What follows belongs to an exercise in optimizing a design on an open flow for small area, a short achievable clock period and few clock cycles per item; a production flow would make more cautious choices.
The RTL was checked by simulation tests, not by an equivalence proof against the original design.

## flow/design.v (module list and top-level ports; edited modules follow where they fit)
// module dds_sine_sample_generator: 1066 lines
module dds_sine_sample_generator (
    input  logic                  clk,
    input  logic                  rst_n,
    input  logic                  in_valid,
    output logic                  in_ready,
    input  logic                  restart,
    output logic                  out_valid,
    input  logic                  out_ready,
    output dds_pkg::code_t        sample,
    input  logic                  cfg_valid,
    output logic                  cfg_ready,
    input  logic [1:0]            cfg_index,
    input  logic [31:0]           cfg_data
);
  // ...
==> flow/flow/run.sh <==
#!/bin/bash
# The standard layout (the standard.sh) with changes to how it is made:
#  - after the standard synthesis, flow/fa_polarity.py removes inverter
#    pairs around full-adder cells (a full adder is self-dual, so an adder
#    whose inputs all arrive inverted can take the plain inputs and give
#    inverted outputs); the netlist's function and registers are unchanged;
#  - port buffers use a plain buffer cell instead of the delay cell the
#    resizer picks by default;
set -euo pipefail
run_std() {
  bash standard.sh \
  "SETUP_SLACK_MARGIN=7.6" \
  "CORE_UTILIZATION=55" \
  "BUFFER_PORTS_ARGS=-buffer_cell sky130_fd_sc_hd__buf_2" \
  "$@"
}
run_std synth > standard_synth.log 2>&1
R=orfs/results/${FLOW_PLATFORM}/dds_sine_sample_generator/base
python3 flow/fa_polarity.py $R/1_2_yosys.v $R/1_2_yosys_pol.v > fa_polarity.log 2>&1
cp $R/1_2_yosys.v $R/1_2_yosys_orig.v
mv $R/1_2_yosys_pol.v $R/1_2_yosys.v
rm -f $R/1_synth.odb $R/1_synth.sdc
run_std finish > standard_flow.log 2>&1
==> flow/flow/fa_polarity.py <==
#!/usr/bin/env python3
"""Push inverters through full-adder cells.

A full adder is self-dual: FA(~a, ~b, ~c) = (~sum, ~cout). Yosys's adder
extraction often leaves a full adder whose three inputs all come through
inverters and whose outputs feed inverters. This rewrites such an adder to
take the un-inverted nets, takes over the nets of inverters that re-invert
its outputs, adds an inverter only where an output still needs the old
polarity, and drops inverters left without loads. The netlist's function is
unchanged. Usage: fa_polarity.py IN.v OUT.v
"""
import re, sys, collections

src = open(sys.argv[1]).read()
mod_start = src.index('module ')
body_end = src.rindex('endmodule')

inst_re = re.compile(r'^(\s*)(sky130_fd_sc_hd__\w+)\s+(\S+)\s*\((.*?)\);\s*$', re.S | re.M)
pin_re = re.compile(r'\.(\w+)\(\s*(.*?)\s*\)\s*(?:,|$)', re.S)

cells = collections.OrderedDict()
order = []
for m in inst_re.finditer(src):
    typ, name, pins = m.group(2), m.group(3), m.group(4)
    pm = collections.OrderedDict()
    for p in pin_re.finditer(pins):
        pm[p.group(1)] = p.group(2).strip()
    cells[name] = {'type': typ, 'pins': pm, 'span': m.span(), 'indent': m.group(1)}
    order.append(name)

OUTS = {'X', 'Y', 'Q', 'Q_N', 'SUM', 'COUT', 'HI', 'LO'}
def is_inv(t): return re.match(r'sky130_fd_sc_hd__(inv|clkinv)_\d+$', t)
def is_fa(t): return re.match(r'sky130_fd_sc_hd__fa_\d+$', t)

port_nets = set()
for m in re.finditer(r'^\s*(input|output)\s+(\[\d+:\d+\]\s+)?(\S+);', src, re.M):
    rng, n = m.group(2), m.group(3)
    if rng:
        hi, lo = map(int, re.findall(r'\d+', rng))
        for i in range(min(hi, lo), max(hi, lo) + 1): port_nets.add(f'{n}[{i}]')
    port_nets.add(n)
assign_text = ' '.join(re.findall(r'^\s*assign\s+(.*?);', src, re.M))

def rebuild_maps():
    drv = {}; loads = collections.defaultdict(list)
    for n, c in cells.items():
        for p, net in c['pins'].items():
            if p in OUTS: drv[net] = (n, p)
            else: loads[net].append((n, p))
    return drv, loads

def pinned(net):
    return net in port_nets or net in assign_text

new_wires = []
cnt = [0]
def fresh():
    cnt[0] += 1
    n = f'_fapol{cnt[0]}_'
    new_wires.append(n)
    return n
new_cells = collections.OrderedDict()
icnt = [0]
def fresh_inst():
    icnt[0] += 1
    return f'_fapol_inv{icnt[0]}_'

changed = True
flips = 0
while changed:
    changed = False
    drv, loads = rebuild_maps()
    for name in list(cells):
        c = cells.get(name)
        if c is None or not is_fa(c['type']): continue
        ins = [c['pins'].get(p) for p in ('A', 'B', 'CIN')]
        srcs = [drv.get(n) for n in ins]
        inv_mask = [bool(s and is_inv(cells[s[0]]['type'])) for s in srcs]
        if sum(inv_mask) < 2: continue
        # gain estimate: input inverters that become dead, output inverters absorbed,
        # outputs that need a new inverter
        gain = -sum(1 for m in inv_mask if not m)
        inv_in = [s[0] for s, m in zip(srcs, inv_mask) if m]
        for iv in set(inv_in):
            y = cells[iv]['pins']['Y']
            if all(l[0] == name for l in loads[y]) and not pinned(y): gain += 1
        for op in ('SUM', 'COUT'):
            net = c['pins'].get(op)
            if net is None: continue
            ls = loads[net]
            invl = [l for l in ls if is_inv(cells[l[0]]['type']) and not pinned(cells[l[0]]['pins']['Y'])]
            other = len(ls) - len(invl) + (1 if pinned(net) else 0)
            gain += len(invl)
            if other: gain -= 1
        if gain <= 0: continue
        # apply
        for p, s_, m in zip(('A', 'B', 'CIN'), srcs, inv_mask):
            if m:
                c['pins'][p] = cells[s_[0]]['pins']['A']
            else:
                old = c['pins'][p]
                nn = fresh()
                iname = fresh_inst()
                cells[iname] = {'type': 'sky130_fd_sc_hd__inv_1',
                                'pins': collections.OrderedDict([('A', old), ('Y', nn)]),
                                'span': None, 'indent': '  '}
                c['pins'][p] = nn
        for op in ('SUM', 'COUT'):
            net = c['pins'].get(op)
            if net is None: continue
            ls = loads[net]
            nn = fresh()
            c['pins'][op] = nn           # nn carries ~old value
            keep_old = pinned(net)
            for (ln, lp) in ls:
                lc = cells[ln]
                if is_inv(lc['type']) and not pinned(lc['pins']['Y']):
                    y = lc['pins']['Y']
                    # every load of y now reads nn
                    for (mn, mp) in loads[y]:
                        if mn in cells: cells[mn]['pins'][mp] = nn
                    del cells[ln]
                else:
                    keep_old = True
            if keep_old:
                iname = fresh_inst()
                cells[iname] = {'type': 'sky130_fd_sc_hd__inv_1',
                                'pins': collections.OrderedDict([('A', nn), ('Y', net)]),
                                'span': None, 'indent': '  '}
        # drop input inverters left without loads
        drv, loads = rebuild_maps()
        for iv in set(inv_in):
            if iv in cells:
                y = cells[iv]['pins']['Y']
                if not loads[y] and not pinned(y): del cells[iv]
        flips += 1
        changed = True
        drv, loads = rebuild_maps()

# write out: replace original instance text, drop deleted, append new ones
def fmt(name, c):
    pins = ',\n'.join(f"    .{p}({n}{' ' if n.startswith(chr(92)) else ''})" for p, n in c['pins'].items())
    return f"  {c['type']} {name} (\n{pins}\n  );"
out = []
pos = 0
spans = []
for name in order:
    pass
parts = []
last = 0
orig = {}
for m in inst_re.finditer(src):
    orig[m.group(3)] = m.span()
items = sorted(orig.items(), key=lambda kv: kv[1][0])
for name, (a, b) in items:
    parts.append(src[last:a])
    if name in cells: parts.append(fmt(name, cells[name]))
    last = b
tail = src[last:]
text = ''.join(parts)
extra = ''.join(f"  wire {w};\n" for w in new_wires)
extra += '\n'.join(fmt(n, c) for n, c in cells.items() if c['span'] is None) + '\n'
i = tail.rindex('endmodule')
text += tail[:i] + extra + tail[i:]
# wires go anywhere in module scope in Verilog-2001
open(sys.argv[2], 'w').write(text)
ninv0 = sum(1 for m in inst_re.finditer(src) if is_inv(m.group(2)))
ninv1 = sum(1 for c in cells.values() if is_inv(c['type']))
print(f"fa_polarity: {flips} adders flipped, inverters {ninv0} -> {ninv1}")
==> flow/standard.sh <==
#!/bin/bash
# synth_recipe.tcl (not shown) runs the flow's synth.tcl, then flattens the netlist and writes it again
# the make line also repeats each setting of config.mk as NAME=value (left out here)
make -C /OpenROAD-flow-scripts/flow DESIGN_CONFIG=/design/flow/config.mk WORK_HOME=/design/flow/orfs CLKGATE_MAP_FILE= SYNTH_SCRIPT=/design/flow/synth_recipe.tcl "${@:-finish}"
==> flow/config.mk <==
export PLATFORM = sky130hd
export DESIGN_NAME = dds_sine_sample_generator
export DESIGN_NICKNAME = dds_sine_sample_generator
export VERILOG_FILES = /design/flow/design.v
export SDC_FILE = /design/flow/constraint.sdc
export NUM_CORES = 4
export LEC_CHECK = 0
export CAP_MARGIN = 20
export CORE_MARGIN = 2
export CORE_UTILIZATION = 40
export SLEW_MARGIN = 20
==> flow/constraint.sdc <==
create_clock -name core_clock -period 11.0 [get_ports {clk}]
set_input_delay 2.2000 -clock core_clock [delete_from_list [all_inputs] [get_ports {clk}]]
set_output_delay 2.2000 -clock core_clock [all_outputs]
set_load 0.01 [all_outputs]
==> reports/metrics.yaml, run 1 <==
detailed_routing:
  wl_met3_mm: 1.979
  vias: 12049
  dr.pass1.iters: 8
  topRoutingLayerUsed: "met5"
  via_per_inst: 5.740
  wl_met1_mm: 17.29
synthesis:
  synthesis.instances: 1593
  synth_fp_nets: 1851
timing:
  finalClockSkew_ns: 0.01424
  setup_violations: 0
  tns_ns: 0
  hold_viol_final: 0
  tightest_slew_ns: 1.074
global_route:
  first_global_vias: 11926
  use_met1_pct: 33.23
  grt.busiest_layer: "met2"
setup_path:
  worstSetupPathDepth: 7
  cp.required_ns: 11.26
  crit_top_cell: "fa_1"
  ff2ff_setup_slack_ns: 7.61
  reg2reg_to: "row2b_reg[16]"
  critPathTopFamily: "adder cells"
  critical_path_class: "register to register"
  crit_chain: "buf_2 -> a22oi_1 -> xnor2_1 -> fa_1 -> fa_1 -> fa_1 -> fa_1"
  cp-start-kind: "register"
cells_and_area:
  buffers: 140
  fin_nets: 1941
  buffer_area_share_pct: 5.390
  fin_util_pct: 63.08
  layout-drive-gt1-share_pct: 18.73
  fill_cells: 2499
  final_common_cell: "inv_1"
clocking:
  clk_pin_slew_ns: 0.06
  cts_buffers: 26
  clk_latency_ns: 0.53
place:
  dp_worst_setup_slack_ns: 7.065
outcome:
  status: "complete, no violations"
floorplanning:
  ios: 55
  dieArea_um2: 32350
  dieWidth_um: 179.9
min_path:
  holdPathEnd: "phase_acc_reg[17]"
Testbench counts, summed over its fixed seeds: cycles 16,016, items 16,000.
==> run 2, diff against run 1 <==
--- a/flow/flow/run.sh
+++ b/flow/flow/run.sh
@@ -10,7 +10,8 @@
 run_std() {
   bash standard.sh \
   "SETUP_SLACK_MARGIN=7.6" \
-  "CORE_UTILIZATION=55" \
+  "CTS_CLUSTER_SIZE=30" \
+  "CTS_CLUSTER_DIAMETER=80" \
   "BUFFER_PORTS_ARGS=-buffer_cell sky130_fd_sc_hd__buf_2" \
   "$@"
 }
==> reports/metrics.yaml, run 2 <==
cells_and_area:
  diodes: 0  # unchanged
  layout-drive-gt1-share_pct: 18.87  # was 18.73%
  final_common_cell: "inv_1"  # unchanged
  final_cell_mix: "inv_1, edfxtp_1, ha_1"  # unchanged
  syn_to_final_growth_pct: 12.77  # was 13.14%
  fill_cells: 3869  # was 2,499
  fin_nets: 1935  # was 1,941
  fin_util_pct: 45.73  # was 63.08%
global_route:
  use_met1_pct: 23.85  # was 33.23%
  grt_pass1_wl_mm: 61.87  # was 62.68 mm
  grtUsageTotal_pct: 17.27  # was 23.73%
  grt.busiest_layer: "met2"  # unchanged
  met2_usage_pct: 28.69  # was 39.63%
  first_global_vias: 11902  # was 11,926
  grt-ovfl-total: 0  # unchanged
  grt_max_degree: 77  # was 56
  use_met3_pct: 2.384  # was 2.755%
  antenna_found_initial: 0  # was 1
synthesis:
  synth_fp_nets: 1851  # unchanged
  synthesis.instances: 1593  # unchanged
  syn_avg_cell_area_um2: 10.68  # unchanged
  netlist_area_um2: 17010  # unchanged
  ys_warn_count: 1  # unchanged
timing:
  rsz0062_at_grt: "yes"  # unchanged
  finalClockSkew_ns: 0.03240  # was 0.01424 ns
  layout_worst_path_cycle_share_pct: 30.87  # was 30.83%
  layout_min_cycle_time_ns: 3.396  # was 3.391 ns
  hold_viol_final: 0  # unchanged
  tightest_slew_ns: 0.9768  # was 1.074 ns
  fmax_ghz: 0.2945  # was 0.2949 GHz
  maxSlewViolCount: 0  # unchanged
  setup_violations: 0  # unchanged
  tns_ns: 0  # unchanged
  slew_headroom_pct: 34.75  # was 28.25%
run:
  maxCapViolCount: 0  # unchanged
setup_path:
  crit_top_cell: "fa_1"  # unchanged
  critPathTopFamily: "adder cells"  # unchanged
  crit_buf_inv: 2  # was 1
  reg2reg_to: "row2b_reg[16]"  # unchanged
  r2r-start: "two1_reg[4]"  # was one1_reg[2]
  cp_slowest_cell: "fa_2"  # was fa_1
  cp_max_fo: 9  # was 7
  crit_arrival_ns: 3.63  # was 3.65 ns
  cp-start-kind: "register"  # unchanged
  rr_worst_depth: 8  # was 7
  crit_chain: "buf_4 -> a22oi_1 -> xnor2_1 -> fa_1 -> inv_1 -> fa_1 -> fa_2 -> fa_1"  # was buf_2 -> a22oi_1 -> xnor2_1 -> fa_1 -> fa_1 -> fa_1 -> fa_1
  ff2ff_setup_slack_ns: 7.60  # was 7.61 ns
  critical_path_class: "register to register"  # unchanged
  critPathMaxStageDelay_ns: 0.57  # was 0.54 ns
  cp-end-kind: "register"  # unchanged
  cp.required_ns: 11.23  # was 11.26 ns
clocking:
  cts_root_buf: "clkbuf_16"  # unchanged
  clk_pin_slew_ns: 0.11  # was 0.06 ns
  cts_buffers: 15  # was 26
  htree_levels: 1  # unchanged
  cts_sinks: 233  # unchanged
  clk_latency_ns: 0.51  # was 0.53 ns
  cts_tree: "done"  # unchanged
  clock_path_buffers: 3  # unchanged
floorplanning:
  die_y_um: 210.2  # was 179.9 um
  coreArea_um2: 41950  # was 30,510 um2
  ios: 55  # unchanged
  dieWidth_um: 210.2  # was 179.9 um
  start_util_pct: 40.55  # was 55.75%
  dieArea_um2: 44190  # was 32,350 um2
  rows: 75  # was 64
place:
  dpl.hpwl_mm: 27.23  # was 27.59 mm
  io_buffers: 53  # unchanged
  gp_congestion: 0.8558  # was 0.9060
detailed_routing:
  dr.pass1.iters: 5  # was 8
  wl_mm: 38.03  # was 38.44 mm
  vias: 11813  # was 12,049
  via_per_inst: 5.312  # was 5.740
  drt-initial-drc-count: 817  # was 1,061
  detail_route.wl_per_cell_um: 17.10  # was 18.31 um
  drc: 0  # unchanged
  drtAntennaViolNets: 0  # unchanged
min_path:
  holdPathEnd: "phase_acc_reg[17]"  # unchanged
  hp-start: "phase_acc_reg[17]"  # unchanged
  hp-class: "register to register"  # unchanged
  hold-path-cell-count: 2  # unchanged
outcome:
  status: "complete, no violations"  # unchanged
run 2: worst max path at each step:
stage	to	slack, ns	cells past startpoint	startpoint
after floorplan	phase_step_reg[10]	7.55	3	cfg_index[0]
after global placement	one1_reg[3]	7.05	13	high_code_reg[0]
after detailed placement	one1_reg[3]	7.01	13	high_code_reg[0]
after global routing	row2b_reg[16]	7.48	8	two1_reg[4]
after CTS	one1_reg[3]	7.60	13	high_code_reg[0]
final	row2b_reg[16]	7.60	8	two1_reg[4]
run 2: layout make-up:
| class | instances | area [um2] | share of cell area (%) |
|---|---|---|---|
| inverter | 147 | 558.0 | 2.909 |
| tap | 539 | 674.4 | 3.516 |
| timing repair buffer | 144 | 1027 | 5.355 |
| clock buffer | 15 | 375.4 | 1.957 |
| sequential | 233 | 6539 | 34.09 |
| clock inverter | 10 | 147.6 | 0.7697 |
| multi-input combinational | 1136 | 9861 | 51.41 |
run 2: per-layer routing:
metal,up-vias,part of all wire (%)
li1,5752,-
met1,5692,46
met2,307,47
met5,-,0
met3,62,4.4
met4,0,2.6
run 2: through the flow:
| stage | instances | area (um2) | hold slack [ns] | worst slack [ns] |
|---|---|---|---|---|
| final | 2224 | 19180 | 0.4951 | 7.604 |
| after global routing | 2224 | 19180 | 0.5364 | 7.482 |
| after CTS | 2198 | 18770 | 0.5022 | 7.600 |
| after detailed placement | 2117 | 17760 | 0.4779 | 7.008 |
| after global placement | 2117 | 17760 | 0.4694 | 7.050 |
| after floorplan | 1593 | 17020 | 0.4496 | 7.548 |
run 2: worst register-to-register path: stages (launching register included):
cell and delay, ns:
edfxtp_1 0.55, buf_4 0.21, a22oi_1 0.21, xnor2_1 0.15, fa_1 0.55, inv_1 0.06
fa_1 0.39, fa_2 0.57, fa_1 0.42
run 2: timing repair:
action / in CTS / in global routing
endpoints found under the setup margin: 44 / 35
cloned: 2 / 0
pin swaps: 2 / 32
resized for setup: 3 / 44
hold buffers: 0 / 0
buffers inserted: 54 / 26
==> run 3, diff against run 2 <==
--- a/flow/flow/run.sh
+++ b/flow/flow/run.sh
@@ -10,8 +10,8 @@
 run_std() {
   bash standard.sh \
   "SETUP_SLACK_MARGIN=7.6" \
-  "CTS_CLUSTER_SIZE=30" \
-  "CTS_CLUSTER_DIAMETER=80" \
+  "CTS_CLUSTER_SIZE=16" \
+  "CTS_CLUSTER_DIAMETER=50" \
   "BUFFER_PORTS_ARGS=-buffer_cell sky130_fd_sc_hd__buf_2" \
   "$@"
 }
==> reports/metrics.yaml, run 3 <==
outcome:
  status: "complete, no violations"  # unchanged
setup_path:
  cp_slowest_cell: "edfxtp_1"  # was fa_2
  worstSetupPathDepth: 8  # unchanged
  crit_top_cell: "fa_1"  # unchanged
  crit_buf_inv: 2  # unchanged
  critical_path_class: "register to register"  # unchanged
  cp.required_ns: 11.31  # was 11.23 ns
  critPathMaxStageDelay_ns: 0.55  # was 0.57 ns
  cp_max_fo: 6  # was 9
  crit_chain: "a22oi_1 -> xnor2_1 -> fa_1 -> inv_1 -> fa_1 -> fa_1 -> fa_1 -> inv_1"  # was buf_4 -> a22oi_1 -> xnor2_1 -> fa_1 -> inv_1 -> fa_1 -> fa_2 -> fa_1
  cp-end-kind: "register"  # unchanged
  critPathTopFamily: "adder cells"  # unchanged
  rr_worst_depth: 8  # unchanged
  crit_arrival_ns: 3.67  # was 3.63 ns
  cp-start-kind: "register"  # unchanged
clocking:
  cts_sinks: 233  # unchanged
  cts_buffers: 28  # was 15
  cts_tree: "done"  # unchanged
  clock_path_buffers: 3  # unchanged
  clk_latency_ns: 0.57  # was 0.51 ns
  cts_root_buf: "clkbuf_16"  # unchanged
  htree_levels: 1  # unchanged
  clk_pin_slew_ns: 0.06  # was 0.11 ns
cells_and_area:
  layout-drive-gt1-share_pct: 18.64  # was 18.87%
  final_cell_mix: "inv_1, edfxtp_1, ha_1"  # unchanged
  fin_nets: 1947  # was 1,935
  syn_to_final_growth_pct: 15.06  # was 12.77%
  final_cell_count_no_fill: 2250  # was 2,224
  final_common_cell: "inv_1"  # unchanged
  diodes: 0  # unchanged
place:
  place_inst: 2117  # unchanged
  io_buffers: 53  # unchanged
  gp_congestion: 0.8558  # unchanged
  dpl.hpwl_mm: 27.23  # unchanged
timing:
  fmax_ghz: 0.2973  # was 0.2945 GHz
  setup_violations: 0  # unchanged
  layout_worst_path_cycle_share_pct: 30.58  # was 30.87%
  rsz0062_at_grt: "yes"  # unchanged
  slew_headroom_pct: 29.21  # was 34.75%
  tns_ns: 0  # unchanged
  maxSlewViolCount: 0  # unchanged
  hold_viol_final: 0  # unchanged
  tightest_slew_ns: 1.062  # was 0.9768 ns
  layout_min_cycle_time_ns: 3.364  # was 3.396 ns
  finalClockSkew_ns: 0.02472  # was 0.03240 ns
global_route:
  grt_max_degree: 77  # unchanged
  first_global_vias: 12020  # was 11,902
  grtUsageTotal_pct: 17.42  # was 17.27%
  grt-ovfl-total: 0  # unchanged
  antenna_found_initial: 0  # unchanged
  grt_pass1_wl_mm: 62.38  # was 61.87 mm
synthesis:
  ys_warn_count: 1  # unchanged
  netlist_area_um2: 17010  # unchanged
  synthesis.instances: 1593  # unchanged
  synth_fp_nets: 1851  # unchanged
  syn_avg_cell_area_um2: 10.68  # unchanged
detailed_routing:
  wl_mm: 38.28  # was 38.03 mm
  via_per_inst: 5.317  # was 5.312
  drt-initial-drc-count: 886  # was 817
  detail_route.wl_per_cell_um: 17.01  # was 17.10 um
  dr.pass1.iters: 5  # unchanged
  drtAntennaViolNets: 0  # unchanged
  drc: 0  # unchanged
  vias: 11964  # was 11,813
min_path:
  hp-class: "register to register"  # unchanged
  hold-path-cell-count: 2  # unchanged
run:
  maxCapViolCount: 0  # unchanged
floorplanning:
  ios: 55  # unchanged
  coreArea_um2: 41950  # unchanged
  dieArea_um2: 44190  # unchanged
  dieWidth_um: 210.2  # unchanged
  rows: 75  # unchanged
  die_y_um: 210.2  # unchanged
  start_util_pct: 40.55  # unchanged
[run 3: repair_timing]
item,4_1_cts,5_1_grt
pin swaps,2,25
setup buffers,52,27
endpoints found under the setup margin,40,36
gates resized for setup,3,20
cloned,2,0
hold buffers,0,0
hold endpoints to repair,0,0
[run 3: layout make-up]
| type | count | area (um2) |
|---|---|---|
| Fill cell | 3843 | 22370 |
| Multi-Input combinational cell | 1136 | 9754 |
| Sequential cell | 233 | 6539 |
| Timing Repair Buffer | 143 | 1013 |
| Clock buffer | 34 | 785.8 |
| Tap cell | 539 | 674.4 |
| Inverter | 147 | 554.3 |
| Clock inverter | 18 | 251.5 |
[run 3: worst paths after layout]
check | start | to | slack [ns]
max reg2reg | sine1_reg[11] | row2b_reg[13] | 7.64
min | phase_acc_reg[17] | phase_acc_reg[17] | 0.49
max | sine1_reg[11] | row2b_reg[13] | 7.64
min in group asynchronous | rst_n | phase_acc_reg[24] | 1.53
max in group asynchronous | rst_n | low_code_reg[0] | 8.23
min reg2reg | phase_acc_reg[17] | phase_acc_reg[17] | 0.49
[run 3: per-stage QoR]
step	instance area, um2	hold WS, ns	worst slack, ns	utilization (%)
6_report	19570	0.4866	7.636	46.66
5_1_grt	19570	0.5248	7.537	46.66
4_1_cts	19260	0.4912	7.603	45.91
3_5_place_dp	17760	0.4779	7.008	42.33
3_3_place_gp	17760	0.4694	7.050	42.33
2_1_floorplan	17020	0.4496	7.548	-
[run 3: worst register-to-register path, cell delays in order, from the launching register on]
cell      delay [ns]
edfxtp_1        0.55
a22oi_1         0.33
xnor2_1         0.13
fa_1            0.49
inv_1           0.05
fa_1            0.55
fa_1            0.44
fa_1            0.53
inv_1           0.05
[run 3: per-layer routing]
layer	vias up	GRT usage [%]	share of wire [%]
met3	69	2.816	4.7
li1	5796	-	-
met1	5785	23.62	46
met4	0	4.500	2.5
met5	-	0	0
met2	314	29.14	47
==> run 4, diff against run 3 <==
--- a/flow/flow/run.sh
+++ b/flow/flow/run.sh
@@ -12,6 +12,7 @@
   "SETUP_SLACK_MARGIN=7.6" \
   "CTS_CLUSTER_SIZE=16" \
   "CTS_CLUSTER_DIAMETER=50" \
+  "CTS_BUF_LIST=sky130_fd_sc_hd__clkbuf_8" \
   "BUFFER_PORTS_ARGS=-buffer_cell sky130_fd_sc_hd__buf_2" \
   "$@"
 }
==> reports/metrics.yaml, run 4 <==
place:
  gp_congestion: 0.8558  # unchanged
  dp_worst_setup_slack_ns: 7.008  # unchanged
  placed_area_um2: 17760  # unchanged
  io_buffers: 53  # unchanged
  dpl.hpwl_mm: 27.23  # unchanged
  place_inst: 2117  # unchanged
timing:
  maxSlewViolCount: 0  # unchanged
  hold-worst-slack_ns: 0.4892  # was 0.4866 ns
  layout_min_cycle_time_ns: 3.347  # was 3.364 ns
  finalClockSkew_ns: 0.03973  # was 0.02472 ns
  tns_ns: 0  # unchanged
  layout_worst_path_cycle_share_pct: 30.43  # was 30.58%
  layout_setup_ws_ns: 7.653  # was 7.636 ns
  slew_headroom_pct: 27.77  # was 29.21%
  fmax_ghz: 0.2988  # was 0.2973 GHz
  hold_viol_final: 0  # unchanged
  tightest_slew_ns: 1.084  # was 1.062 ns
  rsz0062_at_grt: "yes"  # unchanged
  setup_violations: 0  # unchanged
synthesis:
  synth_fp_nets: 1851  # unchanged
  netlist_area_um2: 17010  # unchanged
  ys_warn_count: 1  # unchanged
  syn_avg_cell_area_um2: 10.68  # unchanged
  synthesis.instances: 1593  # unchanged
setup_path:
  critPathMaxStageDelay_ns: 0.42  # was 0.55 ns
  cp-start-kind: "register"  # unchanged
  cp_max_fo: 4  # was 6
  crit_arrival_ns: 1.15  # was 3.67 ns
  crit_chain: "buf_2"  # was a22oi_1 -> xnor2_1 -> fa_1 -> inv_1 -> fa_1 -> fa_1 -> fa_1 -> inv_1
  cp-end-kind: "primary output"  # was register
  cp_slowest_cell: "dfrtp_1"  # was edfxtp_1
  cp.required_ns: 8.80  # was 11.31 ns
  critical_path_class: "register to primary output"  # was register to register
  ff2ff_setup_slack_ns: 7.65  # was 7.64 ns
  critPathTopFamily: "flip-flops"  # was adder cells
  crit_buf_inv: 1  # was 2
floorplanning:
  start_util_pct: 40.55  # unchanged
  coreArea_um2: 41950  # unchanged
  die_y_um: 210.2  # unchanged
  dieArea_um2: 44190  # unchanged
  dieWidth_um: 210.2  # unchanged
  rows: 75  # unchanged
  ios: 55  # unchanged
cells_and_area:
  diodes: 0  # unchanged
  design_area_um2: 19360  # was 19,570 um2
  layout-drive-gt1-share_pct: 19.84  # was 18.64%
  final_common_cell: "inv_1"  # unchanged
  final_cell_count_no_fill: 2258  # was 2,250
  final_cell_mix: "inv_1, edfxtp_1, ha_1"  # unchanged
  syn_to_final_growth_pct: 13.81  # was 15.06%
  final-seq-area_um2: 6539  # unchanged
  fill_cells: 3849  # was 3,843
  fin_nets: 1955  # was 1,947
  multiInputGateArea_um2: 9809  # was 9754 um2
  fin_util_pct: 46.15  # was 46.66%
detailed_routing:
  via_per_inst: 5.302  # was 5.317
  drc: 0  # unchanged
  wl_mm: 38.36  # was 38.28 mm
  drt-initial-drc-count: 770  # was 886
  dr.pass1.iters: 5  # unchanged
  vias: 11973  # was 11,964
  detail_route.wl_per_cell_um: 16.99  # was 17.01 um
  drtAntennaViolNets: 0  # unchanged
global_route:
  grt_pass1_wl_mm: 62.25  # was 62.38 mm
  grt_max_degree: 77  # unchanged
  first_global_vias: 12047  # was 12,020
  antenna_found_initial: 0  # unchanged
  grtUsageTotal_pct: 17.38  # was 17.42%
  grt-ovfl-total: 0  # unchanged
clocking:
  cts_sinks: 233  # unchanged
  cts_root_buf: "clkbuf_8"  # was clkbuf_16
  clk_latency_ns: 0.62  # was 0.57 ns
  cts_tree: "done"  # unchanged
  clk_pin_slew_ns: 0.09  # was 0.06 ns
  cts_buffers: 28  # unchanged
  htree_levels: 1  # unchanged
  clock_path_buffers: 3  # unchanged
  ctsHoldBuffers: 0  # unchanged
outcome:
  status: "complete, no violations"  # unchanged
run:
  maxCapViolCount: 0  # unchanged
min_path:
  hp-class: "register to register"  # unchanged
[run 4: area by class of cell]
cell class	instances	share of cell area [%]
Multi-Input combinational cell	1136	50.67
Timing Repair Buffer	151	5.474
Clock buffer	30	2.133
Sequential cell	233	33.78
Clock inverter	22	1.577
Tap cell	539	3.484
Inverter	147	2.883
[run 4: worst paths after layout]
path	start	endpoint	cells after the start
min in group asynchronous	rst_n	phase_acc_reg[24]	1
min	phase_acc_reg[17]	phase_acc_reg[17]	2
max reg2reg	sine1_reg[9]	row2b_reg[16]	7
max	head_v_reg	out_valid	1
max in group asynchronous	rst_n	low_code_reg[0]	2
min reg2reg	phase_acc_reg[17]	phase_acc_reg[17]	2
[run 4: layer usage]
layer | GRT usage [%] | share of wire, % | up-vias
met5 | 0 | 0 | -
met3 | 2.846 | 4.7 | 69
met2 | 28.81 | 47 | 309
met4 | 4.940 | 2.7 | 0
li1 | - | - | 5797
met1 | 23.58 | 46 | 5798
[run 4: what timing repair did]
item	CTS	global route
pin swaps	2	28
setup buffers	60	27
setup endpoints to repair	44	36
gates cloned	2	0
gates resized for setup	3	35
==> run 5, diff against run 4 <==
--- a/flow/flow/run.sh
+++ b/flow/flow/run.sh
@@ -10,9 +10,9 @@
 run_std() {
   bash standard.sh \
   "SETUP_SLACK_MARGIN=7.6" \
-  "CTS_CLUSTER_SIZE=16" \
-  "CTS_CLUSTER_DIAMETER=50" \
   "CTS_BUF_LIST=sky130_fd_sc_hd__clkbuf_8" \
+  "SLEW_MARGIN=0" \
+  "CAP_MARGIN=0" \
   "BUFFER_PORTS_ARGS=-buffer_cell sky130_fd_sc_hd__buf_2" \
   "$@"
 }
==> reports/metrics.yaml, run 5 <==
outcome:
  status: "complete, no violations"  # unchanged
detailed_routing:
  drc: 0  # unchanged
  wl_mm: 38.19  # was 38.36 mm
  dr.pass1.iters: 6  # was 5
  via_per_inst: 5.285  # was 5.302
  drt-initial-drc-count: 834  # was 770
  drtAntennaViolNets: 0  # unchanged
  vias: 12012  # was 11,973
  detail_route.wl_per_cell_um: 16.80  # was 16.99 um
setup_path:
  rr_worst_depth: 9  # was 7
  critical_path_class: "register to register"  # was register to primary output
  r2r-start: "one1_reg[2]"  # was sine1_reg[9]
  cp.required_ns: 11.30  # was 8.80 ns
  worstSetupPathDepth: 9  # was 1
  crit_top_cell: "fa_1"
  crit_chain: "buf_4 -> a22oi_2 -> xnor2_2 -> fa_1 -> inv_1 -> fa_1 -> fa_1 -> inv_1 -> fa_1"  # was buf_2
  crit_buf_inv: 3  # was 1
  ff2ff_setup_slack_ns: 7.63  # was 7.65 ns
  reg2reg_to: "row2b_reg[12]"  # was row2b_reg[16]
  endpoint: "row2b_reg[12]"  # was out_valid
  startpoint: "one1_reg[2]"  # was head_v_reg
  critPathTopFamily: "adder cells"  # was flip-flops
  crit_arrival_ns: 3.67  # was 1.15 ns
  critPathMaxStageDelay_ns: 0.54  # was 0.42 ns
  cp-end-kind: "register"  # was primary output
  cp_slowest_cell: "fa_1"  # was dfrtp_1
  cp_max_fo: 3  # was 4
  cp-start-kind: "register"  # unchanged
clocking:
  cts_buffers: 40  # was 28
  clk_latency_ns: 0.58  # was 0.62 ns
  clk_pin_slew_ns: 0.06  # was 0.09 ns
  clock_path_buffers: 3  # unchanged
  htree_levels: 2  # was 1
  cts_root_buf: "clkbuf_8"  # unchanged
  cts_tree: "done"  # unchanged
  cts_sinks: 233  # unchanged
floorplanning:
  dieWidth_um: 210.2  # unchanged
  die_y_um: 210.2  # unchanged
  coreArea_um2: 41950  # unchanged
  start_util_pct: 40.55  # unchanged
  ios: 55  # unchanged
  dieArea_um2: 44190  # unchanged
  rows: 75  # unchanged
timing:
  hold-worst-slack_ns: 0.4860  # was 0.4892 ns
  hold_viol_final: 0  # unchanged
  setup_violations: 0  # unchanged
  maxSlewViolCount: 0  # unchanged
  rsz0062_at_grt: "yes"  # unchanged
  tightest_slew_ns: 1.080  # was 1.084 ns
  tns_ns: 0  # unchanged
  layout_min_cycle_time_ns: 3.375  # was 3.347 ns
  fmax_ghz: 0.2963  # was 0.2988 GHz
  slew_headroom_pct: 28.00  # was 27.77%
  layout_setup_ws_ns: 7.625  # was 7.653 ns
  layout_worst_path_cycle_share_pct: 30.68  # was 30.43%
  finalClockSkew_ns: 0.03685  # was 0.03973 ns
place:
  dpl.hpwl_mm: 27.23  # unchanged
  gp_congestion: 0.8558  # unchanged
  dp_worst_setup_slack_ns: 7.008  # unchanged
  io_buffers: 53  # unchanged
synthesis:
  ys_warn_count: 1  # unchanged
  synthesis.instances: 1593  # unchanged
  synth_fp_nets: 1851  # unchanged
  netlist_area_um2: 17010  # unchanged
  syn_avg_cell_area_um2: 10.68  # unchanged
cells_and_area:
  layout-drive-gt1-share_pct: 19.26  # was 19.84%
  final_common_cell: "inv_1"  # unchanged
  fin_nets: 1961  # was 1,955
  syn_to_final_growth_pct: 14.08  # was 13.81%
  final_cell_mix: "inv_1, edfxtp_1, ha_1"  # unchanged
  diodes: 0  # unchanged
global_route:
  grtUsageTotal_pct: 17.62  # was 17.38%
  grt_max_degree: 77  # unchanged
  grt_pass1_wl_mm: 62.47  # was 62.25 mm
  grt-ovfl-total: 0  # unchanged
  antenna_found_initial: 0  # unchanged
  first_global_vias: 12092  # was 12,047
min_path:
  hp-class: "register to register"  # unchanged
run:
  maxCapViolCount: 0  # unchanged
## run 5: metrics by stage
stage / cell area (um2) / cells / utilization, %
final: 19400 / 2273 / 46.26
after global routing: 19400 / 2273 / 46.26
after CTS: 19050 / 2244 / 45.43
after detailed placement: 17760 / 2117 / 42.33
after global placement: 17760 / 2117 / 42.33
after floorplan: 17020 / 1593 / -
## run 5: final cells by class
type | instances | area (um2)
clock buffers | 42 | 578.1
multi-input cells | 1136 | 9792
well taps | 539 | 674.4
repair buffers | 145 | 1022
clock inverters | 31 | 245.2
inverters | 147 | 554.3
fillers | 3882 | 22540
flip-flops and latches | 233 | 6539
## run 5: how the worst min path moves through the flow
stage               slack, ns                end  cells after the start               from
floorplan                0.45             v1_reg                      2             v1_reg
global placement         0.47  phase_acc_reg[13]                      2  phase_acc_reg[13]
detailed placement       0.48  phase_acc_reg[11]                      2  phase_acc_reg[11]
CTS                      0.49  phase_acc_reg[11]                      2  phase_acc_reg[11]
global route             0.53  phase_acc_reg[17]                      2  phase_acc_reg[17]
finish                   0.49  phase_acc_reg[17]                      2  phase_acc_reg[17]
## run 5: what timing repair did
action                                  4_1_cts  5_1_grt
pin swaps                                     2       23
setup buffers                                52       29
cloned                                        2        0
endpoints found under the setup margin       42       34
gates resized for setup                       3       25
hold buffers                                  0        0
## run 5: tightest hold or removal path, stage by stage, from the launching register on
cell and delay, ns:
dfrtp_1 0.34, nand2_1 0.05, o21ai_0 0.06
## run 5: metal layers
layer  share of wire, %  up-vias  track usage [%]
met5                  0        -                0
li1                   -     5832                -
met3                4.9       72            3.203
met2                 47      297            28.56
met1                 46     5811            23.77
met4                2.6        0            6.187
==> run 6, diff against run 5 <==
--- a/flow/flow/run.sh
+++ b/flow/flow/run.sh
@@ -10,9 +10,9 @@
 run_std() {
   bash standard.sh \
   "SETUP_SLACK_MARGIN=7.6" \
+  "CTS_CLUSTER_SIZE=24" \
+  "CTS_CLUSTER_DIAMETER=60" \
   "CTS_BUF_LIST=sky130_fd_sc_hd__clkbuf_8" \
-  "SLEW_MARGIN=0" \
-  "CAP_MARGIN=0" \
   "BUFFER_PORTS_ARGS=-buffer_cell sky130_fd_sc_hd__buf_2" \
   "$@"
 }
==> reports/metrics.yaml, run 6 <==
place:
  io_buffers: 53  # unchanged
  placed_area_um2: 17760  # unchanged
  dp_worst_setup_slack_ns: 7.008  # unchanged
  dpl.hpwl_mm: 27.23  # unchanged
  gp_congestion: 0.8558  # unchanged
cells_and_area:
  design_area_um2: 19010  # was 19,400 um2
  final_cell_mix: "inv_1, edfxtp_1, ha_1"  # unchanged
  fin_util_pct: 45.32  # was 46.26%
  fin_nets: 1940  # was 1,961
  syn_to_final_growth_pct: 11.76  # was 14.08%
  final_common_cell: "inv_1"  # unchanged
  diodes: 0  # unchanged
  layout-drive-gt1-share_pct: 17.86  # was 19.26%
floorplanning:
  dieArea_um2: 44190  # unchanged
  ios: 55  # unchanged
  dieWidth_um: 210.2  # unchanged
  rows: 75  # unchanged
  die_y_um: 210.2  # unchanged
  coreArea_um2: 41950  # unchanged
  start_util_pct: 40.55  # unchanged
setup_path:
  reg2reg_to: "row2b_reg[12]"  # unchanged
  rr_worst_depth: 9  # unchanged
  crit_arrival_ns: 3.64  # was 3.67 ns
  cp-start-kind: "register"  # unchanged
  r2r-start: "sine1_reg[10]"  # was one1_reg[2]
  cp.required_ns: 11.32  # was 11.30 ns
  critical_path_class: "register to register"  # unchanged
  cp-end-kind: "register"  # unchanged
  cp_max_fo: 8  # was 3
  endpoint: "row2b_reg[12]"  # unchanged
  ff2ff_setup_slack_ns: 7.68  # was 7.63 ns
  startpoint: "sine1_reg[10]"  # was one1_reg[2]
timing:
  tightest_slew_ns: 1.087  # was 1.080 ns
  maxSlewViolCount: 0  # unchanged
  layout_setup_ws_ns: 7.684  # was 7.625 ns
  layout_worst_path_cycle_share_pct: 30.15  # was 30.68%
  setup_violations: 0  # unchanged
  layout_min_cycle_time_ns: 3.316  # was 3.375 ns
  finalClockSkew_ns: 0.02187  # was 0.03685 ns
  tns_ns: 0  # unchanged
  fmax_ghz: 0.3016  # was 0.2963 GHz
  rsz0062_at_grt: "yes"  # unchanged
  hold_viol_final: 0  # unchanged
  hold-worst-slack_ns: 0.4960  # was 0.4860 ns
  slew_headroom_pct: 27.54  # was 28.00%
global_route:
  grt_max_degree: 77  # unchanged
  grtUsageTotal_pct: 17.18  # was 17.62%
  first_global_vias: 11855  # was 12,092
  grt-ovfl-total: 0  # unchanged
  antenna_found_initial: 0  # unchanged
  grt_pass1_wl_mm: 61.51  # was 62.47 mm
synthesis:
  syn_avg_cell_area_um2: 10.68  # unchanged
  synth_fp_nets: 1851  # unchanged
  synthesis.instances: 1593  # unchanged
  netlist_area_um2: 17010  # unchanged
  ys_warn_count: 1  # unchanged
clocking:
  cts_tree: "done"  # unchanged
  htree_levels: 1  # was 2
  clk_pin_slew_ns: 0.11  # was 0.06 ns
  clock_path_buffers: 3  # unchanged
  cts_root_buf: "clkbuf_8"  # unchanged
  clk_latency_ns: 0.59  # was 0.58 ns
  ctsHoldBuffers: 0  # unchanged
  cts_sinks: 233  # unchanged
  cts_buffers: 21  # was 40
run:
  maxCapViolCount: 0  # unchanged
detailed_routing:
  dr.pass1.iters: 5  # was 6
  drtAntennaViolNets: 0  # unchanged
  drc: 0  # unchanged
  drt-initial-drc-count: 838  # was 834
  vias: 11845  # was 12,012
  detail_route.wl_per_cell_um: 16.88  # was 16.80 um
  wl_mm: 37.74  # was 38.19 mm
  via_per_inst: 5.297  # was 5.285
min_path:
  hp-class: "register to register"  # unchanged
outcome:
  status: "complete, no violations"  # unchanged
-- run 6: changes by cell type in the layout (fill, tap and decap cells not counted), sizes merged --
cell | previous run | this run
inv | 158 | 155
clkinvlp | 0 | 2
clkbuf | 43 | 22
bufinv | 4 | 2
buf | 144 | 142
clkinv | 16 | 5
-- run 6: area by class of cell --
type,instances,area [um2]
multi-input cells,1136,9742
fillers,3909,22940
clock inverters,17,201.4
well taps,539,674.4
repair buffers,143,1011
flip-flops and latches,233,6539
inverters,147,554.3
clock buffers,21,289.0
-- run 6: worst min-delay path by stage --
stage / start / to / slack (ns) / cells past startpoint
after detailed placement: phase_acc_reg[11] / phase_acc_reg[11] / 0.48 / 2
final: phase_acc_reg[11] / phase_acc_reg[11] / 0.50 / 2
after global routing: phase_acc_reg[17] / phase_acc_reg[17] / 0.54 / 2
after floorplan: v1_reg / v1_reg / 0.45 / 2
after global placement: phase_acc_reg[13] / phase_acc_reg[13] / 0.47 / 2
after CTS: phase_acc_reg[11] / phase_acc_reg[11] / 0.50 / 2
-- run 6: what timing repair did --
item | 4_1_cts | 5_1_grt
gates resized for setup | 3 | 19
pin swaps | 2 | 16
endpoints found under the setup margin | 42 | 37
gates cloned | 2 | 0
buffers inserted | 48 | 31
-- run 6: worst max-delay path: stages, from the launching register on --
cell      delay (ns)
edfxtp_1        0.43
buf_12          0.17
a22oi_1         0.21
xnor2_1         0.11
fa_1            0.50
inv_1           0.05
fa_1            0.50
fa_1            0.54
inv_1           0.05
fa_1            0.49
-- run 6: layer usage --
metal	global-route usage, %	wire length (um)	up-vias
met3	2.652	1898	54
met2	28.57	17750	303
met1	23.46	17210	5720
met5	0	0	-
li1	-	-	5768
met4	4.524	879	0
-- run 6: through the flow --
stage	cells
after global placement	2117
after global routing	2236
final	2236
after floorplan	1593
after CTS	2205
after detailed placement	2117
==> run 7, diff against run 6 <==
--- a/flow/flow/run.sh
+++ b/flow/flow/run.sh
@@ -10,7 +10,7 @@
 run_std() {
   bash standard.sh \
   "SETUP_SLACK_MARGIN=7.6" \
-  "CTS_CLUSTER_SIZE=24" \
+  "CTS_CLUSTER_SIZE=20" \
   "CTS_CLUSTER_DIAMETER=60" \
   "CTS_BUF_LIST=sky130_fd_sc_hd__clkbuf_8" \
   "BUFFER_PORTS_ARGS=-buffer_cell sky130_fd_sc_hd__buf_2" \
==> reports/metrics.yaml, run 7 <==
clocking:
  cts_root_buf: "clkbuf_8"  # unchanged
  clk_latency_ns: 0.59  # about the same
  htree_levels: 1  # unchanged
  cts_sinks: 233  # unchanged
  ctsHoldBuffers: 0  # unchanged
  cts_tree: "done"  # unchanged
  clk_pin_slew_ns: 0.11  # about the same
  clock_path_buffers: 3  # unchanged
  cts_buffers: 21  # unchanged
timing:
  slew_headroom_pct: 27.54  # unchanged
  layout_worst_path_cycle_share_pct: 30.15  # unchanged
  maxSlewViolCount: 0  # unchanged
  fmax_ghz: 0.3016  # unchanged
  finalClockSkew_ns: 0.02187  # unchanged
  tns_ns: 0  # unchanged
  tightest_slew_ns: 1.087  # unchanged
  layout_min_cycle_time_ns: 3.316  # unchanged
  hold_viol_final: 0  # unchanged
  setup_violations: 0  # unchanged
  layout_setup_ws_ns: 7.684  # unchanged
  rsz0062_at_grt: "yes"  # unchanged
synthesis:
  synth_fp_nets: 1851  # unchanged
  netlist_area_um2: 17010  # unchanged
  ys_warn_count: 1  # unchanged
  syn_avg_cell_area_um2: 10.68  # unchanged
  synthesis.instances: 1593  # unchanged
floorplanning:
  start_util_pct: 40.55  # unchanged
  dieWidth_um: 210.2  # unchanged
  die_y_um: 210.2  # unchanged
  coreArea_um2: 41950  # unchanged
  dieArea_um2: 44190  # unchanged
  ios: 55  # unchanged
  rows: 75  # unchanged
cells_and_area:
  design_area_um2: 19010  # unchanged
  fin_nets: 1940  # unchanged
  layout-drive-gt1-share_pct: 17.86  # unchanged
  final_cell_count_no_fill: 2236  # unchanged
  final_common_cell: "inv_1"  # unchanged
  syn_to_final_growth_pct: 11.76  # unchanged
  diodes: 0  # unchanged
  final_cell_mix: "inv_1, edfxtp_1, ha_1"  # unchanged
detailed_routing:
  detail_route.wl_per_cell_um: 16.88  # unchanged
  drc: 0  # unchanged
  drtAntennaViolNets: 0  # unchanged
  via_per_inst: 5.297  # unchanged
  dr.pass1.iters: 5  # unchanged
  drt-initial-drc-count: 838  # unchanged
  vias: 11845  # unchanged
  wl_mm: 37.74  # unchanged
place:
  gp_congestion: 0.8558  # unchanged
  io_buffers: 53  # unchanged
  dp_worst_setup_slack_ns: 7.008  # unchanged
  placed_area_um2: 17760  # unchanged
  place_inst: 2117  # unchanged
  dpl.hpwl_mm: 27.23  # unchanged
global_route:
  first_global_vias: 11855  # unchanged
  antenna_found_initial: 0  # unchanged
  grt-ovfl-total: 0  # unchanged
  grt_max_degree: 77  # unchanged
  grtUsageTotal_pct: 17.18  # unchanged
  grt_pass1_wl_mm: 61.51  # unchanged
outcome:
  status: "complete, no violations"  # unchanged
run:
  maxCapViolCount: 0  # unchanged
setup_path:
  cp_slowest_cell: "fa_1"  # unchanged
  critPathMaxStageDelay_ns: 0.54  # about the same
  critical_path_class: "register to register"  # unchanged
  crit_buf_inv: 3  # unchanged
  cp.required_ns: 11.32  # about the same
  cp-end-kind: "register"  # unchanged
  crit_chain: "buf_12 -> a22oi_1 -> xnor2_1 -> fa_1 -> inv_1 -> fa_1 -> fa_1 -> inv_1 -> fa_1"  # unchanged
  crit_top_cell: "fa_1"  # unchanged
  cp_max_fo: 8  # unchanged
  critPathTopFamily: "adder cells"  # unchanged
  crit_arrival_ns: 3.64  # about the same
  cp-start-kind: "register"  # unchanged
min_path:
  hp-class: "register to register"  # unchanged
run 7: metrics by stage:
| step | hold WS (ns) | util [%] |
|---|---|---|
| 2_1_floorplan | 0.4496 | - |
| 3_3_place_gp | 0.4694 | 42.33 |
| 3_5_place_dp | 0.4779 | 42.33 |
| 4_1_cts | 0.5004 | 44.53 |
| 5_1_grt | 0.5353 | 45.32 |
| 6_report | 0.4960 | 45.32 |
run 7: worst paths after layout:
check	start	endpoint	slack [ns]	cells past startpoint
worst max-delay path	sine1_reg[10]	row2b_reg[12]	7.68	9
worst min-delay path	phase_acc_reg[11]	phase_acc_reg[11]	0.50	2
worst max register to register	sine1_reg[10]	row2b_reg[12]	7.68	9
worst min register to register	phase_acc_reg[11]	phase_acc_reg[11]	0.50	2
max in group asynchronous	rst_n	low_code_reg[0]	8.25	2
min in group asynchronous	rst_n	phase_acc_reg[24]	1.50	1
run 7: layer usage:
layer	GRT usage, %	up-vias	wire length (um)
li1	-	5768	-
met1	23.46	5720	17210
met2	28.57	303	17750
met3	2.652	54	1898
met4	4.524	0	879
met5	0	-	0
run 7: cell type report:
cell class / instances / area [um2]
sequential: 233 / 6539
multi-input combinational: 1136 / 9742
clock inverter: 17 / 201.4
fill: 3909 / 22940
clock buffer: 21 / 289.0
inverter: 147 / 554.3
timing repair buffer: 143 / 1011
tap: 539 / 674.4
run 7: repair_timing:
item / 4_1_cts / 5_1_grt
endpoints found under the setup margin: 42 / 37
pin swaps: 2 / 16
setup buffers: 48 / 31
gates cloned: 2 / 0
gates resized for setup: 3 / 19
run 7: worst reg2reg max path, cell delays in order, from the launching register on:
cell and delay [ns]:
edfxtp_1 0.43, buf_12 0.17, a22oi_1 0.21, xnor2_1 0.11, fa_1 0.50, inv_1 0.05
fa_1 0.50, fa_1 0.54, inv_1 0.05, fa_1 0.49
==> run 8, diff against run 7 <==
--- a/flow/flow/run.sh
+++ b/flow/flow/run.sh
@@ -10,6 +10,7 @@
 run_std() {
   bash standard.sh \
   "SETUP_SLACK_MARGIN=7.6" \
+  "TNS_END_PERCENT=30" \
   "CTS_CLUSTER_SIZE=20" \
   "CTS_CLUSTER_DIAMETER=60" \
   "CTS_BUF_LIST=sky130_fd_sc_hd__clkbuf_8" \
==> reports/metrics.yaml, run 8 <==
clocking:
  cts_sinks: 233  # unchanged
  cts_buffers: 21  # unchanged
  clk_latency_ns: 0.59  # about the same
  cts_tree: "done"  # unchanged
  clk_pin_slew_ns: 0.11  # about the same
  ctsHoldBuffers: 0  # unchanged
  cts_root_buf: "clkbuf_8"  # unchanged
  clock_path_buffers: 3  # unchanged
  htree_levels: 1  # unchanged
synthesis:
  syn_avg_cell_area_um2: 10.68  # unchanged
  netlist_area_um2: 17010  # unchanged
  ys_warn_count: 1  # unchanged
  synth_fp_nets: 1851  # unchanged
  synthesis.instances: 1593  # unchanged
timing:
  layout_min_cycle_time_ns: 3.389  # was 3.316 ns
  tns_ns: 0  # unchanged
  slew_headroom_pct: 29.16  # was 27.54%
  finalClockSkew_ns: 0.01930  # was 0.02187 ns
  rsz0062_at_grt: "yes"  # unchanged
  setup_violations: 0  # unchanged
  maxSlewViolCount: 0  # unchanged
  fmax_ghz: 0.2951  # was 0.3016 GHz
  tightest_slew_ns: 1.063  # was 1.087 ns
  layout_setup_ws_ns: 7.611  # was 7.684 ns
  hold-worst-slack_ns: 0.4945  # was 0.4960 ns
  hold_viol_final: 0  # unchanged
  layout_worst_path_cycle_share_pct: 30.80  # was 30.15%
global_route:
  first_global_vias: 11762  # was 11,855
  antenna_found_initial: 0  # unchanged
  grtUsageTotal_pct: 17.23  # was 17.18%
  grt_max_degree: 60  # was 77
  grt-ovfl-total: 0  # unchanged
  grt_pass1_wl_mm: 61.71  # was 61.51 mm
floorplanning:
  ios: 55  # unchanged
  rows: 75  # unchanged
  coreArea_um2: 41950  # unchanged
  die_y_um: 210.2  # unchanged
  dieArea_um2: 44190  # unchanged
  start_util_pct: 40.55  # unchanged
  dieWidth_um: 210.2  # unchanged
detailed_routing:
  drt-initial-drc-count: 918  # was 838
  wl_met3_mm: 1.891  # was 1.898 mm
  vias: 11968  # was 11,845
  drc: 0  # unchanged
  drtAntennaViolNets: 0  # unchanged
  wl_mm: 38.37  # was 37.74 mm
  via_per_inst: 5.362  # was 5.297
  wl_met1_mm: 17.42  # was 17.21 mm
  detail_route.wl_per_cell_um: 17.19  # was 16.88 um
  dr.pass1.iters: 5  # unchanged
  wl_met2_mm: 18.07  # was 17.75 mm
  topRoutingLayerUsed: "met4"  # unchanged
setup_path:
  critical_path_class: "register to register"  # unchanged
  cp-start-kind: "register"  # unchanged
  crit_arrival_ns: 3.73  # was 3.64 ns
  cp-end-kind: "register"  # unchanged
  cp_max_fo: 6  # was 8
  cp.required_ns: 11.34  # was 11.32 ns
cells_and_area:
  multiInputGateArea_um2: 9727  # was 9742 um2
  final-seq-area_um2: 6540  # was 6539 um2
  layout-drive-gt1-share_pct: 17.54  # was 17.86%
  syn_to_final_growth_pct: 11.28  # was 11.76%
  final_cell_mix: "inv_1, edfxtp_1, ha_1"  # unchanged
  final_cell_count_no_fill: 2232  # was 2,236
  diodes: 0  # unchanged
  fin_nets: 1936  # was 1,940
  fin_util_pct: 45.13  # was 45.32%
  final_common_cell: "inv_1"  # unchanged
  design_area_um2: 18930  # was 19,010 um2
  fill_cells: 3874  # was 3,909
min_path:
  hp-class: "register to register"  # unchanged
outcome:
  status: "complete, no violations"  # unchanged
place:
  io_buffers: 53  # unchanged
  placed_area_um2: 17760  # unchanged
  gp_congestion: 0.8763  # was 0.8558
  dp_worst_setup_slack_ns: 6.988  # was 7.008 ns
  place_inst: 2117  # unchanged
  dpl.hpwl_mm: 27.51  # was 27.23 mm
run:
  maxCapViolCount: 0  # unchanged
run 8: layout make-up:
type                            count  area share (%)
Inverter                          147           2.928
Tap cell                          539           3.563
Timing Repair Buffer              139           5.017
Clock inverter                     17           1.031
Sequential cell                   233           34.55
Clock buffer                       21           1.527
Multi-Input combinational cell   1136           51.38
run 8: routing by layer:
metal / global-route usage, % / vias to the layer above
li1: - / 5763
met1: 23.62 / 5814
met2: 28.48 / 327
met3: 2.548 / 64
met4: 4.867 / 0
met5: 0 / -
run 8: path summary, 6_finish.rpt:
path	from	end	slack [ns]	cells after the start
worst max-delay path	sine1_reg[7]	row2b_reg[16]	7.61	7
worst max register to register	sine1_reg[7]	row2b_reg[16]	7.61	7
worst min register to register	phase_acc_reg[15]	phase_acc_reg[15]	0.49	2
worst min-delay path	phase_acc_reg[15]	phase_acc_reg[15]	0.49	2
min in group asynchronous	rst_n	v1_reg	1.68	1
max in group asynchronous	rst_n	high_code_reg[2]	8.27	2
run 8: repair_timing:
action | in CTS | in global routing
setup endpoints to repair | 38 | 35
resized for setup | 4 | 17
setup buffers | 39 | 36
cloned | 2 | 0
pin swaps | 2 | 9
run 8: worst max-delay path, stage by stage, from the launching register on:
cell      delay [ns]
edfxtp_1        0.56
buf_4           0.24
a22oi_1         0.22
xnor2_1         0.18
fa_1            0.47
fa_1            0.53
fa_1            0.47
fa_1            0.48
==> run 9, diff against run 8 <==
--- a/flow/flow/run.sh
+++ b/flow/flow/run.sh
@@ -10,10 +10,8 @@
 run_std() {
   bash standard.sh \
   "SETUP_SLACK_MARGIN=7.6" \
-  "TNS_END_PERCENT=30" \
   "CTS_CLUSTER_SIZE=20" \
   "CTS_CLUSTER_DIAMETER=60" \
-  "CTS_BUF_LIST=sky130_fd_sc_hd__clkbuf_8" \
   "BUFFER_PORTS_ARGS=-buffer_cell sky130_fd_sc_hd__buf_2" \
   "$@"
 }
==> reports/metrics.yaml, run 9 <==
run:
  maxCapViolCount: 0  # unchanged
timing:
  setup_violations: 0  # unchanged
  finalClockSkew_ns: 0.01984  # was 0.01930 ns
  layout_setup_ws_ns: 7.658  # was 7.611 ns
  layout_worst_path_cycle_share_pct: 30.38  # was 30.80%
  fmax_ghz: 0.2992  # was 0.2951 GHz
  maxSlewViolCount: 0  # unchanged
  tightest_slew_ns: 0.9879  # was 1.063 ns
  tns_ns: 0  # unchanged
  slew_headroom_pct: 34.01  # was 29.16%
  hold-worst-slack_ns: 0.4905  # was 0.4945 ns
  layout_min_cycle_time_ns: 3.342  # was 3.389 ns
  hold_viol_final: 0  # unchanged
  rsz0062_at_grt: "yes"  # unchanged
cells_and_area:
  final_cell_count_no_fill: 2227  # was 2,232
  fin_nets: 1931  # was 1,936
  layout-drive-gt1-share_pct: 17.54  # about the same
  diodes: 0  # unchanged
  design_area_um2: 19200  # was 18,930 um2
  fin_util_pct: 45.78  # was 45.13%
  final_common_cell: "inv_1"  # unchanged
  syn_to_final_growth_pct: 12.89  # was 11.28%
  final_cell_mix: "inv_1, edfxtp_1, ha_1"  # unchanged
setup_path:
  reg2reg_to: "row2b_reg[13]"  # was row2b_reg[16]
  cp_slowest_cell: "fa_1"  # was edfxtp_1
  crit_chain: "a22oi_1 -> xnor2_1 -> fa_1 -> inv_1 -> fa_1 -> fa_1 -> fa_1 -> inv_1"  # was buf_4 -> a22oi_1 -> xnor2_1 -> fa_1 -> fa_1 -> fa_1 -> fa_1
  crit_arrival_ns: 3.63  # was 3.73 ns
  ff2ff_setup_slack_ns: 7.66  # was 7.61 ns
  crit_top_cell: "fa_1"  # unchanged
  cp-start-kind: "register"  # unchanged
  cp-end-kind: "register"  # unchanged
  cp_max_fo: 7  # was 6
  crit_buf_inv: 2  # was 1
  r2r-start: "sine1_reg[11]"  # was sine1_reg[7]
  critical_path_class: "register to register"  # unchanged
  cp.required_ns: 11.29  # was 11.34 ns
  rr_worst_depth: 8  # was 7
  critPathTopFamily: "adder cells"  # unchanged
  critPathMaxStageDelay_ns: 0.57  # was 0.56 ns
place:
  placed_area_um2: 17760  # unchanged
  io_buffers: 53  # unchanged
  dpl.hpwl_mm: 27.23  # was 27.51 mm
  place_inst: 2117  # unchanged
  gp_congestion: 0.8558  # was 0.8763
  dp_worst_setup_slack_ns: 7.008  # was 6.988 ns
synthesis:
  ys_warn_count: 1  # unchanged
  synth_fp_nets: 1851  # unchanged
  netlist_area_um2: 17010  # unchanged
  synthesis.instances: 1593  # unchanged
  syn_avg_cell_area_um2: 10.68  # unchanged
detailed_routing:
  via_per_inst: 5.282  # was 5.362
  drc: 0  # unchanged
  dr.pass1.iters: 5  # unchanged
  detail_route.wl_per_cell_um: 16.93  # was 17.19 um
  wl_mm: 37.71  # was 38.37 mm
  drtAntennaViolNets: 0  # unchanged
  drt-initial-drc-count: 822  # was 918
  vias: 11764  # was 11,968
global_route:
  grt_max_degree: 77  # was 60
  antenna_found_initial: 0  # unchanged
  grt_pass1_wl_mm: 61.76  # was 61.71 mm
  grtUsageTotal_pct: 17.25  # was 17.23%
  first_global_vias: 11862  # was 11,762
  grt-ovfl-total: 0  # unchanged
clocking:
  htree_levels: 1  # unchanged
  clock_path_buffers: 3  # unchanged
  cts_root_buf: "clkbuf_16"  # was clkbuf_8
  cts_buffers: 21  # unchanged
  cts_sinks: 233  # unchanged
  clk_pin_slew_ns: 0.08  # was 0.11 ns
  clk_latency_ns: 0.53  # was 0.59 ns
  cts_tree: "done"  # unchanged
min_path:
  hp-class: "register to register"  # unchanged
  holdPathEnd: "phase_acc_reg[9]"  # was phase_acc_reg[15]
  hp-start: "phase_acc_reg[9]"  # was phase_acc_reg[15]
  hold-path-cell-count: 2  # unchanged
floorplanning:
  dieWidth_um: 210.2  # unchanged
  die_y_um: 210.2  # unchanged
  coreArea_um2: 41950  # unchanged
  ios: 55  # unchanged
  dieArea_um2: 44190  # unchanged
  start_util_pct: 40.55  # unchanged
  rows: 75  # unchanged
outcome:
  status: "complete, no violations"  # unchanged
run 9: worst max-delay path by stage:
stage / depth (start not counted) / to / slack, ns / start
2_1_floorplan: 3 / phase_step_reg[10] / 7.55 / cfg_index[0]
3_3_place_gp: 13 / one1_reg[3] / 7.05 / high_code_reg[0]
3_5_place_dp: 13 / one1_reg[3] / 7.01 / high_code_reg[0]
4_1_cts: 7 / row2b_reg[14] / 7.60 / sine1_reg[5]
5_1_grt: 8 / row2b_reg[13] / 7.56 / sine1_reg[11]
6_report: 8 / row2b_reg[13] / 7.66 / sine1_reg[11]
run 9: area by class of cell:
type,count,area (um2)
Clock inverter,12,157.7
Clock buffer,26,565.5
Tap cell,539,674.4
Sequential cell,233,6539
Fill cell,3879,22740
Multi-Input combinational cell,1136,9752
Inverter,147,558.0
Timing Repair Buffer,134,957.2
run 9: metal layers:
| layer | vias up | GRT usage [%] | share of wire (%) |
|---|---|---|---|
| met5 | - | 0 | 0 |
| met4 | 0 | 4.304 | 2.3 |
| met3 | 59 | 2.652 | 4.6 |
| met2 | 278 | 28.79 | 47 |
| met1 | 5676 | 23.59 | 46 |
| li1 | 5751 | - | - |
run 9: worst reg2reg max path: stages, from the launching register on:
cell and delay [ns]:
edfxtp_1 0.55, a22oi_1 0.30, xnor2_1 0.11, fa_1 0.48
inv_1 0.05, fa_1 0.55, fa_1 0.45, fa_1 0.57
inv_1 0.05
run 9: what timing repair did:
item | 4_1_cts | 5_1_grt
hold buffers | 0 | 0
buffers inserted | 47 | 23
resized for setup | 3 | 21
cloned | 2 | 0
endpoints found under the setup margin | 39 | 35
pin swaps | 2 | 19

==> port drivers added, routing unchanged <==
In the flow no input, the clock included, has a driving cell. The finished layouts below were timed again as built, in two steps. Step 1 sets driving cells, clkbuf_16 on the clock port and buf_2 on the other inputs (assumed; they add their load-dependent delay and slew). Step 2, shift: input delay + t, output delay - t, t = (earliest + latest rising clock arrival at the registers) / 2. This alone moves slack from input paths to output paths. Slacks: ideal ports / drivers / drivers and shift; pairs: ideal ports / drivers.
run | shift t [ns] | setup WS [ns] | slew at the worst register clock pin (ns)
run 1 | 0.573 | 7.609 / 7.609 / 7.334 | 0.06 / 0.06
run 2 | 0.548 | 7.604 / 7.604 / 7.334 | 0.11 / 0.11
run 3 | 0.611 | 7.636 / 7.636 / 7.133 | 0.07 / 0.07
run 4 | 0.649 | 7.653 / 7.601 / 7.109 | 0.10 / 0.10
run 5 | 0.611 | 7.625 / 7.625 / 7.149 | 0.07 / 0.07
run 6 | 0.626 | 7.684 / 7.639 / 7.125 | 0.11 / 0.11
run 7 | 0.626 | 7.684 / 7.639 / 7.125 | 0.11 / 0.11
run 8 | 0.628 | 7.611 / 7.599 / 7.148 | 0.11 / 0.11
run 9 | 0.575 | 7.658 / 7.658 / 7.276 | 0.08 / 0.08
After both steps every run listed still meets setup and hold.
